Background: an optimization exercise with open tools, aiming at small area and a short achievable clock period. Do not read the settings as production practice. The RTL was checked by simulation tests, not by an equivalence proof against the original design. No activity file was given, so power comes from the tool's default toggle rates.

==> design.v <==
module vc_circular_buffer #(
    parameter int FLIT_W      = 64,
    parameter int NUM_VC      = 4,
    parameter int BUFFER_SIZE = 8,
    parameter int OFF_THR     = BUFFER_SIZE - 2,
    parameter int ON_THR      = 1,
    localparam int VC_W       = (NUM_VC > 1) ? $clog2(NUM_VC) : 1,
    localparam int CNT_W      = $clog2(BUFFER_SIZE + 1)
) (
    input  logic                    clk,
    input  logic                    rst_n,
    input  logic                    write_i,
    input  logic [VC_W-1:0]         write_vc_i,
    input  logic [FLIT_W-1:0]       input_Data,
    input  logic                    read_i,
    input  logic [VC_W-1:0]         read_vc_i,
    output logic [FLIT_W-1:0]       output_Data,
    output logic [NUM_VC-1:0]       buf_empty,
    output logic [NUM_VC-1:0]       buf_full,
    output logic [NUM_VC-1:0]       buf_On_Off,
    output logic [NUM_VC*CNT_W-1:0] occupancy,
    output logic                    overflow_o,
    output logic                    underflow_o
);
    localparam int BODY = BUFFER_SIZE - 1;
    localparam logic [CNT_W-1:0] CNT_FULL = CNT_W'(BUFFER_SIZE);
    localparam logic [CNT_W-1:0] CNT_OFF  = CNT_W'(OFF_THR);
    localparam logic [CNT_W-1:0] CNT_ON   = CNT_W'(ON_THR);
    logic [FLIT_W-1:0] head_q [NUM_VC];
    logic [FLIT_W-1:0] body_q [NUM_VC][BODY];
    logic [BODY-1:0]   bwp_q [NUM_VC];
    logic [BODY-1:0]   brp_q [NUM_VC];
    logic [CNT_W-1:0]  count_q [NUM_VC];
    logic [CNT_W-1:0]  count_d [NUM_VC];
    logic [NUM_VC-1:0] wr_dec;
    logic [NUM_VC-1:0] rd_dec;
    logic [NUM_VC-1:0] wr_sel;
    logic [NUM_VC-1:0] rd_sel;
    logic [NUM_VC-1:0] wr_ok;
    logic [NUM_VC-1:0] rd_ok;
    logic [NUM_VC-1:0] head_from_in;
    logic [NUM_VC-1:0] head_from_body;
    logic [NUM_VC-1:0] head_load;
    logic [NUM_VC-1:0] cnt_inc;
    logic [NUM_VC-1:0] cnt_dec;
    logic [NUM_VC-1:0] off_d;
    logic [NUM_VC-1:0] on_d;
    logic [NUM_VC-1:0] body_wr;
    logic [NUM_VC-1:0] on_off_q;
    logic              ovf_hit;
    logic              unf_hit;
    logic              overflow_q;
    logic              underflow_q;
    always_comb begin
        wr_dec    = NUM_VC'(1) << write_vc_i;
        rd_dec    = NUM_VC'(1) << read_vc_i;
        wr_sel    = write_i ? wr_dec : '0;
        rd_sel    = read_i ? rd_dec : '0;
        wr_ok     = '0;
        rd_ok     = '0;
        ovf_hit   = 1'b0;
        unf_hit   = 1'b0;
        buf_empty = '0;
        buf_full  = '0;
        occupancy = '0;
        for (int v = 0; v < NUM_VC; v++) begin
            rd_ok[v] = rd_sel[v] && (count_q[v] != '0);
            wr_ok[v] = wr_sel[v] && ((count_q[v] != CNT_FULL) || rd_ok[v]);
            count_d[v] = count_q[v] + CNT_W'(wr_ok[v]) - CNT_W'(rd_ok[v]);
            if (wr_sel[v] && !wr_ok[v]) ovf_hit = 1'b1;
            if (rd_sel[v] && !rd_ok[v]) unf_hit = 1'b1;
            buf_empty[v] = (count_q[v] == '0);
            buf_full[v]  = (count_q[v] == CNT_FULL);
            occupancy[v*CNT_W +: CNT_W] = count_q[v];
            head_from_in[v]   = wr_sel[v] && ((count_q[v] == '0) ||
                                              (count_q[v] == CNT_W'(1) && rd_sel[v]));
            head_load[v]      = rd_sel[v] || (wr_sel[v] && (count_q[v] == '0));
            head_from_body[v] = rd_ok[v] && (count_q[v] > CNT_W'(1));
            body_wr[v]        = wr_ok[v] && !head_from_in[v];
            cnt_inc[v]        = wr_ok[v] && !rd_ok[v];
            cnt_dec[v]        = rd_ok[v] && !wr_ok[v];
            off_d[v] = ((count_q[v] >= CNT_OFF) && !(count_q[v] == CNT_OFF && cnt_dec[v])) ||
                       (count_q[v] == CNT_OFF - CNT_W'(1) && cnt_inc[v]);
            on_d[v]  = ((count_q[v] <= CNT_ON) && !(count_q[v] == CNT_ON && cnt_inc[v])) ||
                       (count_q[v] == CNT_ON + CNT_W'(1) && cnt_dec[v]);
        end
    end
    logic [FLIT_W-1:0] head_d [NUM_VC];
    for (genvar v = 0; v < NUM_VC; v++) begin : g_head
        logic [BODY:0]          hsel;
        logic [(BODY+1)*FLIT_W-1:0] hsrc;
        always_comb begin
            hsel = {head_from_in[v], (count_q[v] > CNT_W'(1)) ? brp_q[v] : BODY'(0)};
            hsrc[BODY*FLIT_W +: FLIT_W] = input_Data;
            for (int i = 0; i < BODY; i++) hsrc[i*FLIT_W +: FLIT_W] = body_q[v][i];
        end
        vc_onehot_mux #(.N(BODY + 1), .W(FLIT_W)) u_hmux (
            .sel(hsel), .d(hsrc), .y(head_d[v])
        );
    end
    localparam int OUT_SLICES = 8;
    localparam int SLICE_W    = FLIT_W / OUT_SLICES;
    for (genvar s = 0; s < OUT_SLICES; s++) begin : g_out
        logic [NUM_VC-1:0]         ssel;
        logic [NUM_VC*SLICE_W-1:0] sd;
        always_comb
            for (int v = 0; v < NUM_VC; v++) sd[v*SLICE_W +: SLICE_W] = head_q[v][s*SLICE_W +: SLICE_W];
        vc_decode #(.NUM_VC(NUM_VC), .VC_W(VC_W)) u_odec (
            .vc(read_vc_i), .sel(ssel)
        );
        vc_onehot_mux #(.N(NUM_VC), .W(SLICE_W)) u_omux (
            .sel(ssel), .d(sd), .y(output_Data[s*SLICE_W +: SLICE_W])
        );
    end
    always_ff @(posedge clk or negedge rst_n) begin
        if (!rst_n) begin
            for (int v = 0; v < NUM_VC; v++) begin
                bwp_q[v]    <= BODY'(1);
                brp_q[v]    <= BODY'(1);
                count_q[v]  <= '0;
                on_off_q[v] <= 1'b1;
            end
            overflow_q  <= 1'b0;
            underflow_q <= 1'b0;
        end else begin
            for (int v = 0; v < NUM_VC; v++) begin
                if (body_wr[v])        bwp_q[v] <= {bwp_q[v][BODY-2:0], bwp_q[v][BODY-1]};
                if (head_from_body[v]) brp_q[v] <= {brp_q[v][BODY-2:0], brp_q[v][BODY-1]};
                count_q[v] <= count_d[v];
                if (off_d[v]) begin
                    on_off_q[v] <= 1'b0;
                end else if (on_d[v]) begin
                    on_off_q[v] <= 1'b1;
                end
            end
            overflow_q  <= overflow_q | ovf_hit;
            underflow_q <= underflow_q | unf_hit;
        end
    end
    always_ff @(posedge clk) begin
        for (int v = 0; v < NUM_VC; v++) begin
            if (head_load[v]) head_q[v] <= head_d[v];
            for (int i = 0; i < BODY; i++)
                if (body_wr[v] && bwp_q[v][i]) body_q[v][i] <= input_Data;
        end
    end
    assign buf_On_Off  = on_off_q;
    assign overflow_o  = overflow_q;
    assign underflow_o = underflow_q;
endmodule
module vc_onehot_mux #(
    parameter int N = 2,
    parameter int W = 1
) (
    input  logic [N-1:0]   sel,
    input  logic [N*W-1:0] d,
    output logic [W-1:0]   y
);
    always_comb begin
        y = '0;
        for (int i = 0; i < N; i++) y = y | (d[i*W +: W] & {W{sel[i]}});
    end
endmodule
module vc_decode #(
    parameter int NUM_VC = 4,
    parameter int VC_W   = 2
) (
    input  logic [VC_W-1:0]   vc,
    output logic [NUM_VC-1:0] sel
);
    assign sel = NUM_VC'(1) << vc;
endmodule
==> flow/run.sh <==
#!/bin/bash
# The standard layout with two changes: the read_vc_i and output_Data pins
# are placed on one edge (flow/io.tcl, run before pin placement), and the
# resizer may change a cell's footprint when it sizes it.
set -euo pipefail
W=$(pwd)
bash standard.sh PRE_IO_PLACEMENT_TCL="$W/flow/io.tcl" MATCH_CELL_FOOTPRINT=0 finish > "$W/standard_flow.log" 2>&1
==> flow/io.tcl <==
# Put the read-VC select in the middle of the data outputs, packed on a short
# stretch of one edge, so the head registers and the output select sit next to
# both and the select nets stay short.
set pins {}
for {set b 0} {$b < 32} {incr b} { lappend pins "output_Data\[$b\]" }
lappend pins {read_vc_i[0]} {read_vc_i[1]}
for {set b 32} {$b < 64} {incr b} { lappend pins "output_Data\[$b\]" }
set_io_pin_constraint -group -order -pin_names $pins -region bottom:110-250
==> standard.sh <==
#!/bin/bash
# synth_recipe.tcl (not shown) runs the flow's synth.tcl, then flattens the netlist and writes it again
# the make line also repeats each setting of config.mk as NAME=value (left out here)
make -C /OpenROAD-flow-scripts/flow DESIGN_CONFIG=/design/flow/config.mk WORK_HOME=/design/flow/orfs CLKGATE_MAP_FILE= SYNTH_SCRIPT=/design/flow/synth_recipe.tcl "${@:-finish}"
==> config.mk <==
export PLATFORM = sky130hd
export DESIGN_NAME = vc_circular_buffer
export DESIGN_NICKNAME = vc_circular_buffer
export VERILOG_FILES = /design/flow/design.v
export SDC_FILE = /design/flow/constraint.sdc
export NUM_CORES = 4
export LEC_CHECK = 0
export ABC_CLOCK_PERIOD_IN_PS = 3000
export CAP_MARGIN = 20
export CORE_MARGIN = 2
export CORE_UTILIZATION = 50
export CTS_CLUSTER_DIAMETER = 100
export CTS_CLUSTER_SIZE = 26
export SETUP_SLACK_MARGIN = 2.5
export SLEW_MARGIN = 20
export SYNTH_HIERARCHICAL = 1
export TNS_END_PERCENT = 5
==> constraint.sdc <==
create_clock -name core_clock -period 5.5 [get_ports {clk}]
set_input_delay 1.1000 -clock core_clock [delete_from_list [all_inputs] [get_ports {clk}]]
set_output_delay 1.1000 -clock core_clock [all_outputs]
set_load 0.01 [all_outputs]
==> impl_results.md <==
* Critical path cell sequence: buf_16 > buf_12 > buf_6 > nor2_4 > a22oi_1 > nand2_1 > clkbuf_2
* TNS Setup at 0 ns
* DP Wirelength at 157 mm
* Worst-path fanout max at 8
* Grt ovf at 0
* CP required at 4.40 ns
* Final period util at 59.7%
* Seq/Total Area, Yosys at 79.9%
* GRT Total Usage at 31.7%
* Switching Share at 23.1%
* Antenna-violating nets left at 0
* Post-synth EDFFs at 2048
* Vias in the first global route at 41.9k
* CTS HTree Levels at 3
* Final cell count without fillers at 6592
* Fin nets at 4597
* Final WS setup at 2.21 ns
* Port Buffers at 165
* Max-cap check violation count at 0
* FF+latch count, synth at 2126
* Worst rel slew slack at 21.9%
* Core region area at 0.158 mm2
* CP bufs+invs at 4
* R2r startpoint: count_q[3][2]
* Placed instance area at 0.0829 mm2
* Pint at 22.1 mW
* Combinational cell fraction of total power at 8.5%
* Crit. End Element: output port
* Routed via count at 45.1k
* Row cnt at 146
* Synth Net Count at 4334
* Sequential share of power at 63.5%
* Slowest CP cell: nor2_4
* Fin. Hold Viols at 0
* Netlist cell types at 60
* Gpl congestion at 1.03
* Clock skew at 0.0444 ns
* Worst Tran Pin Value at 1.17 ns
* # setup viols final at 0
* Hold Buf Count CTS at 0
* Dpl cells at 6362
* Final Instance Area at 0.0871 mm2
* DIE AREA at 0.162 mm2
* Routed wire length at 262 mm
* Initial antenna violation count at 15
* Synthesis warning total at 22
* Leakage at 27.2 nW
* Top delay family on crit path: buffers and inverters
* Slew Viols, Final at 0
* Critical Path Start: read_vc_i[0]
* DIE HEIGHT at 403 um
* Cts bufs inserted at 93
* Crit path arrival time at 2.19 ns
* Crit Path Class: in2out
* CTS tree: built
* Peak Freq at 0.304 GHz
* RSZ-0062 raised after global routing: true
* DRC viols at 0
* Status: no timing/DRC/antenna violations
* CTS Buffer Depth at 3
* Switching power at 6.65 mW
* Pin count of the biggest net entering global routing at 79
* Synthesized area at 0.0794 mm2
* DP Worst Slack at 1.09 ns
* Ports at 166
* Mean Syn Cell Area at 18.8 um2
* Root buffer cell: clkbuf_16
* Router iterations before antenna repair at 6
* CP max stage delay at 0.23 ns
* WL/cell at 39.7 um
* Layout cells sized above 1 at 16.4%
* Leading cell type in the layout, fill and taps excluded: edfxtp_1
* Starting density of the core at 50.3%
* Starting DRT DRC Count at 6947
* Via/cell ratio at 6.85
* Primary FF master, synth: edfxtp_1
* Clk sinks at 2126
* Post-layout minimum cycle time at 3.29 ns
* Post-synthesis async set-or-reset flop share at 3.67%
* Crit start category: input pin
* Worst VDD drop at 0.000298 V
* Post-Syn Instances at 4226
* Hold slack at 0.387 ns
* Clock Latency Late Sink at 0.76 ns
* Hold Crit Class: in2async
* Global-route wire length before repair at 352 mm
* Power share of the clock group at 28.0%
* Commonest cells after routing, fill and taps aside: 2048 x edfxtp_1, 1079 x a22oi_1, 256 x nand4_1
* PD cells at 330 mW/mm2
* Clock slew at reported path FFs at 0.11 ns
* Die X at 403 um
* Layout area overhead at 9.63%
sequential cells by signal, indices dropped and copies added (netlist names):
register and count:
brp_q 28, count_q 16, overflow_q 1, body_q 1792, underflow_q 1, on_off_q 4
head_q 256, bwp_q 28
cell families (layout without fill, tap and decap cells):
| family | after synthesis | in the layout | synth area share (%) |
|---|---|---|---|
| multiplexers | 56 | 56 | 0.837 |
| adder cells (fa/ha/maj) | 36 | 36 | 0.605 |
| AO/OA/AOI/OAI | 1220 | 1220 | 11.5 |
| flip-flops | 2126 | 2126 | 79.9 |
| other | 0 | 7 | 0 |
| AND/OR/NAND/NOR | 469 | 495 | 3.48 |
| XOR/XNOR | 8 | 8 | 0.0882 |
| buffers and inverters | 311 | 572 | 3.57 |
cell usage after synthesis, types with 2 or more instances:
| master | n | share of area [%] |
|---|---|---|
| buf_2 | 25 | 0.16 |
| edfxtp_1 | 2048 | 77 |
| dfstp_2 | 12 | 0.40 |
| o21ai_0 | 9 | 0.057 |
| xor2_1 | 4 | 0.044 |
| mux2_4 | 9 | 0.17 |
| a21oi_1 | 18 | 0.11 |
| clkbuf_2 | 9 | 0.057 |
| ha_1 | 32 | 0.50 |
| nand4_1 | 256 | 2.0 |
| buf_6 | 203 | 2.9 |
| nand3_1 | 9 | 0.057 |
| a21oi_2 | 3 | 0.033 |
| or3b_1 | 2 | 0.022 |
| and3_1 | 3 | 0.024 |
| nor2b_1 | 10 | 0.079 |
| a22oi_1 | 1152 | 11 |
| nand2_1 | 75 | 0.35 |
| dfrtp_1 | 66 | 2.1 |
| nand3b_1 | 4 | 0.038 |
| inv_1 | 45 | 0.21 |
| nor2_1 | 21 | 0.099 |
| o32a_1 | 3 | 0.038 |
| a2bb2oi_1 | 2 | 0.022 |
| xnor2_1 | 4 | 0.044 |
| buf_4 | 27 | 0.26 |
| and2b_2 | 8 | 0.088 |
| o32ai_1 | 5 | 0.055 |
| and3b_2 | 2 | 0.025 |
| a21o_1 | 12 | 0.11 |
| fa_1 | 4 | 0.10 |
| and2_1 | 56 | 0.44 |
| mux2_2 | 47 | 0.67 |
| and2_2 | 13 | 0.12 |
| clkbuf_1 | 2 | 0.0095 |
| nor3_1 | 2 | 0.013 |
worst paths after layout:
path,end,slack [ns],depth (start not counted)
setup / recovery,output_Data[33],2.21,7
hold / removal,count_q[3][0],0.39,1
setup reg to reg,head_q[3][11],2.31,8
hold reg to reg,brp_q[0][4],0.53,1
max in group asynchronous,count_q[0][1],4.57,1
min in group core_clock,brp_q[0][4],0.53,1
through the flow:
step / util, % / total power, mW
after floorplan: - / 19.3
after global placement: 52.5 / 20.5
after detailed placement: 52.5 / 20.5
after CTS: 55.0 / 28.7
after global routing: 55.1 / 29.5
final: 55.1 / 28.7
power groups by stage:
stage | combinational [mW] | clock [mW] | sequential [mW]
5_1_grt | 2.61 | 8.64 | 18.2
3_5_place_dp | 1.88 | 0 | 18.6
4_1_cts | 2.39 | 8.10 | 18.2
3_3_place_gp | 1.85 | 0 | 18.6
2_1_floorplan | 0.874 | 0 | 18.4
6_report | 2.44 | 8.06 | 18.2
area by class of cell:
type,count,area [um2]
Timing Repair Buffer,408,4070
Multi-Input combinational cell,1815,14200
Fill cell,12100,70900
Clock buffer,111,2440
Antenna cell,7,17.5
Inverter,45,173
Tap cell,2072,2590
Sequential cell,2126,63500
Clock inverter,8,123
layer usage:
layer | up-vias | part of all wire, % | global-route usage (%)
li1 | 18100 | - | -
met5 | - | 0.0084 | 0
met4 | 4 | 7.6 | 19.7
met3 | 531 | 11 | 7.85
met2 | 2901 | 46 | 48.6
met1 | 23600 | 36 | 40.8
repair_timing:
action                      CTS  global route
setup endpoints to repair  1775          1234
pin swaps                   128             5
gates cloned                 29             5
gates resized for setup     427             4
buffers inserted             67             3

-- separate check: timing with driven ports --
The flow's constraints put no driver on any port. The routed layout listed below was extracted and timed again, unchanged, in two steps.
Step 1: set_driving_cell puts a clkbuf_16 on clk and a buf_2 on each other input, an assumption about the parent block.
Step 2, shift: input delay + t, output delay - t, t = (earliest + latest rising clock arrival at the registers) / 2. This alone moves slack from input paths to output paths.
a / b / c = ideal / step 1 / step 2; a / b = the first two.
t (ns): 0.826
setup WS [ns]: 2.215 / 1.874 / 1.467
clock arrival spread, ns: 0.053 / 0.052
After both steps setup and hold are still met in this run. For this run, drivers alone change the setup slack by -0.341 ns; drivers and shift together by -0.748 ns.
